What follows belongs to an exercise in optimizing a design on an open flow for small area and a short achievable clock period; a production flow would make more cautious choices.
Only simulation tests tie the RTL to the original design; equivalence was not proved.
No activity file was given, so power comes from the tool's default toggle rates.

<file path="flow/run.sh">
#!/bin/bash
# synth_recipe.tcl (not shown) runs the flow's synth.tcl, then flattens the netlist and writes it again
# the make line also repeats each setting of config.mk as NAME=value (left out here)
make -C /OpenROAD-flow-scripts/flow DESIGN_CONFIG=/design/flow/config.mk WORK_HOME=/design/flow/orfs CLKGATE_MAP_FILE= SYNTH_SCRIPT=/design/flow/synth_recipe.tcl finish
</file>
<file path="flow/design.v">
module dsp_tdm_mac #(
  parameter int AW  = 18,
  parameter int BW  = 18,
  parameter int PW  = 48,
  parameter int NCH = 4,
  parameter int LW  = 8,
  parameter bit SAT = 1'b1
) (
  input  logic                       clk,
  input  logic                       rst,
  input  logic                       ce,
  input  logic                       in_valid,
  input  logic [$clog2(NCH)-1:0]     in_ch,
  input  logic [1:0]                 mode,
  input  logic signed [AW-1:0]       a,
  input  logic signed [BW-1:0]       b,
  input  logic signed [BW-1:0]       d,
  input  logic [LW-1:0]              acc_len,
  output logic                       out_valid,
  output logic [$clog2(NCH)-1:0]     out_ch,
  output logic signed [PW-1:0]       p,
  output logic                       ovf
);
  localparam int CW = $clog2(NCH);
  localparam int MW = AW + BW + 1;
  localparam logic signed [PW-1:0] P_MAX = {1'b0, {(PW-1){1'b1}}};
  localparam logic signed [PW-1:0] P_MIN = {1'b1, {(PW-1){1'b0}}};
  logic                 v1_r, v2_r, v3_r;
  logic [CW-1:0]        ch1_r, ch2_r, ch3_r;
  logic [LW-1:0]        len1_r, len2_r, len3_r;
  logic [1:0]           mode1_r;
  logic signed [AW-1:0] a1_r, a2_r;
  logic signed [BW-1:0] b1_r, d1_r;
  logic signed [BW:0]   pre2_r;
  logic                 neg2_r;
  logic signed [PW-1:0] prod3_r;
  logic signed [PW-1:0] acc_r  [NCH];
  logic [LW-1:0]        cnt_r  [NCH];
  logic                 ovfw_r [NCH];
  logic signed [BW:0]   pre_s;
  logic signed [MW-1:0] mul_s;
  logic signed [PW-1:0] mul_ext_s, prod_s;
  logic signed [PW-1:0] acc_cur_s, res_s;
  logic signed [PW:0]   sum_s;
  logic                 ov_s, dump_s;
  logic [LW:0]          cnt_nxt_s, len_eff_s;
  always_comb begin
    pre_s = (BW+1)'(b1_r);
    case (mode1_r)
      2'b01:   pre_s = (BW+1)'(d1_r) + (BW+1)'(b1_r);
      2'b10:   pre_s = (BW+1)'(d1_r) - (BW+1)'(b1_r);
      default: pre_s = (BW+1)'(b1_r);
    endcase
  end
  always_comb begin
    mul_s     = MW'(a2_r) * MW'(pre2_r);
    mul_ext_s = PW'(mul_s);
    if (neg2_r) begin
      prod_s = -mul_ext_s;
    end else begin
      prod_s = mul_ext_s;
    end
  end
  always_comb begin
    acc_cur_s = acc_r[ch3_r];
    sum_s     = (PW+1)'(acc_cur_s) + (PW+1)'(prod3_r);
    ov_s      = sum_s[PW] ^ sum_s[PW-1];
    if (ov_s && SAT) begin
      res_s = sum_s[PW] ? P_MIN : P_MAX;
    end else begin
      res_s = sum_s[PW-1:0];
    end
    cnt_nxt_s = {1'b0, cnt_r[ch3_r]} + {{LW{1'b0}}, 1'b1};
    if (len3_r == {LW{1'b0}}) begin
      len_eff_s = {{LW{1'b0}}, 1'b1};
    end else begin
      len_eff_s = {1'b0, len3_r};
    end
    dump_s = (cnt_nxt_s >= len_eff_s);
  end
  always_ff @(posedge clk) begin
    if (rst) begin
      v1_r <= 1'b0; v2_r <= 1'b0; v3_r <= 1'b0;
      ch1_r <= {CW{1'b0}}; ch2_r <= {CW{1'b0}}; ch3_r <= {CW{1'b0}};
      len1_r <= {LW{1'b0}}; len2_r <= {LW{1'b0}}; len3_r <= {LW{1'b0}};
      mode1_r <= 2'b00;
      a1_r <= {AW{1'b0}}; a2_r <= {AW{1'b0}};
      b1_r <= {BW{1'b0}}; d1_r <= {BW{1'b0}};
      pre2_r <= {(BW+1){1'b0}};
      neg2_r <= 1'b0;
      prod3_r <= {PW{1'b0}};
    end else if (ce) begin
      v1_r <= in_valid; ch1_r <= in_ch; len1_r <= acc_len;
      mode1_r <= mode; a1_r <= a; b1_r <= b; d1_r <= d;
      v2_r <= v1_r; ch2_r <= ch1_r; len2_r <= len1_r;
      a2_r <= a1_r; pre2_r <= pre_s; neg2_r <= (mode1_r == 2'b11);
      v3_r <= v2_r; ch3_r <= ch2_r; len3_r <= len2_r;
      prod3_r <= prod_s;
    end
  end
  always_ff @(posedge clk) begin
    if (rst) begin
      for (int i = 0; i < NCH; i++) begin
        acc_r[i]  <= {PW{1'b0}};
        cnt_r[i]  <= {LW{1'b0}};
        ovfw_r[i] <= 1'b0;
      end
      out_valid <= 1'b0;
      out_ch    <= {CW{1'b0}};
      p         <= {PW{1'b0}};
      ovf       <= 1'b0;
    end else if (ce) begin
      if (v3_r) begin
        if (dump_s) begin
          p             <= res_s;
          out_ch        <= ch3_r;
          out_valid     <= 1'b1;
          ovf           <= ovfw_r[ch3_r] | ov_s;
          acc_r[ch3_r]  <= {PW{1'b0}};
          cnt_r[ch3_r]  <= {LW{1'b0}};
          ovfw_r[ch3_r] <= 1'b0;
        end else begin
          acc_r[ch3_r]  <= res_s;
          cnt_r[ch3_r]  <= cnt_nxt_s[LW-1:0];
          ovfw_r[ch3_r] <= ovfw_r[ch3_r] | ov_s;
          out_valid     <= 1'b0;
        end
      end else begin
        out_valid <= 1'b0;
      end
    end
  end
endmodule
module tdm_mac_top (
  input  logic               clk,
  input  logic               rst,
  input  logic               ce,
  input  logic               in_valid,
  input  logic [1:0]         in_ch,
  input  logic [1:0]         mode,
  input  logic signed [17:0] a,
  input  logic signed [17:0] b,
  input  logic signed [17:0] d,
  input  logic [7:0]         acc_len,
  output logic               out_valid,
  output logic [1:0]         out_ch,
  output logic signed [39:0] p,
  output logic               ovf
);
  dsp_tdm_mac #(
    .AW(18), .BW(18), .PW(40), .NCH(4), .LW(8), .SAT(1'b1)
  ) u_mac (
    .clk(clk), .rst(rst), .ce(ce), .in_valid(in_valid), .in_ch(in_ch), .mode(mode),
    .a(a), .b(b), .d(d), .acc_len(acc_len),
    .out_valid(out_valid), .out_ch(out_ch), .p(p), .ovf(ovf)
  );
endmodule
</file>
<file path="flow/config.mk">
export PLATFORM = sky130hd
export DESIGN_NAME = tdm_mac_top
export DESIGN_NICKNAME = tdm_mac_top
export VERILOG_FILES = /design/flow/design.v
export SDC_FILE = /design/flow/constraint.sdc
export NUM_CORES = 4
export LEC_CHECK = 0
export CAP_MARGIN = 20
export CORE_MARGIN = 2
export CORE_UTILIZATION = 40
export SLEW_MARGIN = 20
</file>
<file path="flow/constraint.sdc">
create_clock -name core_clock -period 8.2 [get_ports {clk}]
set_input_delay 1.6400 -clock core_clock [delete_from_list [all_inputs] [get_ports {clk}]]
set_output_delay 1.6400 -clock core_clock [all_outputs]
set_load 0.01 [all_outputs]
</file>
==> impl_metrics.csv <==
group,metric,value,unit
setup_path,required,8730,ps
routing,wl_met1,36.0,mm
setup_path,path_max_fanout,20,
setup_path,rrSetupSlack,490,ps
timing,finalSetupViolations,0,
logic_synthesis,synth_cell_types,81,
layout,utilization,45.1,%
setup_path,r2r_start,"u_mac.a2_r[8]",
timing,period_share,94.0,%
grt,grt_max_degree,85,
setup_path,crit_arrival,8240,ps
clock_network,cts_tree,"done",
setup_path,crit_buf_inv,4,
floorplanning,die_h,292,µm
clock_network,cts_setup_buffers,0,
logic_synthesis,synth-edff-count,196,
layout,layout.nets,4046,
routing,num_vias,23900,
routing,drt-total-wl,81.7,mm
setup_path,start_kind,"register",
grt,grt_remaining_overflow,0,
timing,tns,0,ps
grt,grt_pass1_wl,134,mm
clock_network,cts_hold_buf,0,
timing,hold_viol,0,
clock_network,clock_path_buffers,3,
layout,syn2layout_area_growth,11.6,%
logic_synthesis,synth_top_cell_area_share,20.9,%
routing,highest_layer,"met5",
job,cap_violations,0,
grt,grt_pass1_vias,24900,
worst_hold_path,min_to,"u_mac.p[20]",
timing,slew_viol_final,0,
worst_hold_path,min_from,"u_mac.p[20]",
place,dpl_cell_area,0.0355,mm²
routing,wl_met2,40.1,mm
setup_path,worst_setup_path_end_kind,"register",
worst_hold_path,hold_depth,2,
logic_synthesis,ys_ff_latch,409,
setup_path,crit_type,"reg -> reg",
timing,min_period,7710,ps
setup_path,crit_chain,"and2_1 > fa_1 > inv_1 > fa_1 > fa_1 > inv_1 > fa_1 > fa_1 > inv_1 > fa_1 > inv_1 > ha_1 > a21o_1 > a221oi_2 > o2111ai_1 > and3_1 > or3_1 > a2111o_1 > nand4b_1 > or4b_1 > nand3_1",
clock_network,cts_num_sinks,409,
setup_path,critical_path.max_stage_delay,820,ps
routing,firstDrtPassIters,5,
routing,met3_wirelength,3.63,mm
setup_path,slowest_stage,"dfxtp_1",
timing,worstMarginPinSlew,1050,ps
logic_synthesis,synth-async-reset-ratio,0,%
timing,fin_ws,489,ps
routing,ant_nets,0,
setup_path,cp_common_cell,"fa_1",
timing,fmax,130,MHz
pwr,power_density,155,mW/mm²
floorplanning,core_area,0.0821,mm²
logic_synthesis,syn-num-nets,4008,
logic_synthesis,synth_area,0.0332,mm²
logic_synthesis,yosys_warnings,1,
clock_network,clock_latency,600,ps
clock_network,root_buffer,"clkbuf_16",
clock_network,cts_max_level,2,
place,post-dp-hpwl,60.1,mm
worst_hold_path,hp-class,"reg -> reg",
layout,multi_input_area,0.0207,mm²
logic_synthesis,synthTopCellsByCount,"inv_1, nor2_1, fa_1",
grt,grt_usage,19.6,%
layout,drive_gt1_share,6.58,%
logic_synthesis,synthTopCellsByArea,"fa_1, edfxtp_1, dfxtp_1",
layout,seqCellArea,0.0102,mm²
setup_path,r2r_cells,21,
routing,drtIter0Drc,1263,
clock_network,cts_resized,0,
layout,diodes,0,
clock_network,cts_buffers,45,
setup_path,r2r-end,"u_mac.prod3_r[36]",
logic_synthesis,yosys.cell_count.top_type,"inv_1",
timing,slew_headroom,29.4,%
layout,nFillCells,7786,
floorplanning,die_w,292,µm
place,dp_slack,397,ps
setup_path,crit_family,"adder cells",
floorplanning,start_util,40.4,%
grt,antenna_found_initial,1,
floorplanning,ios,114,
place,io_buffers,113,
pwr,ir_worst_vdd,0.143,mV
routing,wl_per_cell,17.9,µm
timing,rsz0062_at_grt,"no",
timing,fin_worst_skew,24.5,ps
logic_synthesis,post-synth-top-area-cell,"fa_1",
logic_synthesis,synthCells,3423,
place,globalplace.congestion,0.878,
floorplanning,die_area,0.0853,mm²
status,outcome,"complete, no violations",
routing,drc,0,
routing,routed_via_density,5.23,
pwr,power_leakage,16.4,nW
logic_synthesis,synthFlopType,"dfxtp_1",
floorplanning,rows,105,
logic_synthesis,avgSynthCellArea,9.69,µm²
logic_synthesis,ys_seq_area_share,30.6,%
clock_network,clk_pin_slew_worst_paths,60,ps
layout,layout.cell_area.non_filler,0.0370,mm²
[flip-flops by register name (all words and copies together), names as in the netlist, 2 cells and up, named ones only]
register,cells
u_mac.acc_r,160
u_mac.p,40
u_mac.prod3_r,40
u_mac.cnt_r,32
u_mac.pre2_r,19
u_mac.a1_r,18
u_mac.a2_r,18
u_mac.b1_r,18
u_mac.d1_r,18
u_mac.len1_r,8
u_mac.len2_r,8
u_mac.len3_r,8
u_mac.ovfw_r,4
u_mac.ch1_r,2
u_mac.ch2_r,2
u_mac.ch3_r,2
u_mac.mode1_r,2
u_mac.out_ch,2
[power by group]
group          switching [W]  internal, W
registers          0.0000890      0.00222
logic               0.000843     0.000490
clock network       0.000890      0.00121
total                0.00182      0.00392
[worst max-delay path by stage]
stage               depth (start not counted)             start  slack, ps           endpoint
CTS                                        22     u_mac.a2_r[4]        360  u_mac.prod3_r[36]
detailed placement                         20    u_mac.a2_r[14]        400  u_mac.prod3_r[36]
global route                               23  u_mac.pre2_r[18]          5  u_mac.prod3_r[36]
floorplan                                  23  u_mac.pre2_r[18]        820  u_mac.prod3_r[36]
finish                                     21     u_mac.a2_r[8]        490  u_mac.prod3_r[36]
global placement                           22     u_mac.a2_r[4]        520  u_mac.prod3_r[36]
[logic make-up after synthesis]
logic type                 after synthesis  synth area share (%)
adders and majority gates              515                  27.3
DFF                                    409                  30.6
muxes                                  173                  7.08
AOI/OAI and AO/OA                      509                  9.94
and+or+nand+nor                       1063                  14.7
buffers and inverters                  628                  7.13
xor gates and xnor gates               126                  3.33
[through the flow]
stage	hold slack (ps)	power, W	instances
finish	477	0.00575	4568
global route	499	0.00605	4568
CTS	485	0.00581	4568
detailed placement	477	0.00369	4484
global placement	476	0.00368	4484
floorplan	447	0.00327	3423
[metal layers]
metal / vias to the layer above / GRT usage, %
li1: 11400 / -
met1: 11800 / 26.2
met2: 530 / 33.7
met3: 117 / 2.52
met4: 2 / 5.08
met5: - / 0
[worst min-delay path: cells and delay by family (launching register included)]
kind / cells / cell delay [ps]
AO/OA/AOI/OAI: 1 / 50
AND/OR/NAND/NOR: 1 / 60
flip-flops: 1 / 320
[cells in the final DEF (no fill, tap or decap), drive strengths merged, types with 60 or more instances in the layout]
| master | Yosys | final |
|---|---|---|
| fa | 347 | 347 |
| nor2 | 439 | 439 |
| clkbuf | 150 | 66 |
| edfxtp | 196 | 196 |
| buf | 30 | 60 |
| nand2 | 249 | 249 |
| inv | 447 | 453 |
| mux2i | 122 | 122 |
| dfxtp | 213 | 213 |
| ha | 168 | 168 |
| a21oi | 144 | 144 |
| o21ai | 117 | 117 |
| and2 | 182 | 182 |
| clkdlybuf4s50 | 0 | 111 |
| xnor2 | 83 | 83 |
[cell type report]
cell class / count / share of cell area, %
multi-input combinational: 2386 / 55.9
timing repair buffer: 171 / 4.25
clock buffer: 66 / 3.72
sequential: 409 / 27.5
inverter: 448 / 4.54
tap: 1070 / 3.62
clock inverter: 18 / 0.493

-- re-timing with driven ports --
The results above use ideal ports. As a check the final layout listed here was re-extracted and re-timed, cells and wires unchanged.
Step 1 (the two cells are an assumption about what drives the block):
set clk [get_ports {clk}]
set_driving_cell -lib_cell sky130_fd_sc_hd__clkbuf_16 $clk
set_driving_cell -lib_cell sky130_fd_sc_hd__buf_2 [delete_from_list [all_inputs] $clk]
Step 2, shift: input delay + t, output delay - t, t = (earliest + latest rising clock arrival at the registers) / 2. This alone moves slack from input paths to output paths.
a / b / c = no drivers / after step 1 / after step 2; a / b = the first two.
t, ns: 0.653
slack for setup (ns): 0.489 / 0.489 / 0.489
worst slew at a driven data input, ns: 0.06
After both steps setup and hold are still met in this run. The setup slack of this run moves by 0.000 ns with the drivers and by 0.000 ns with both steps.
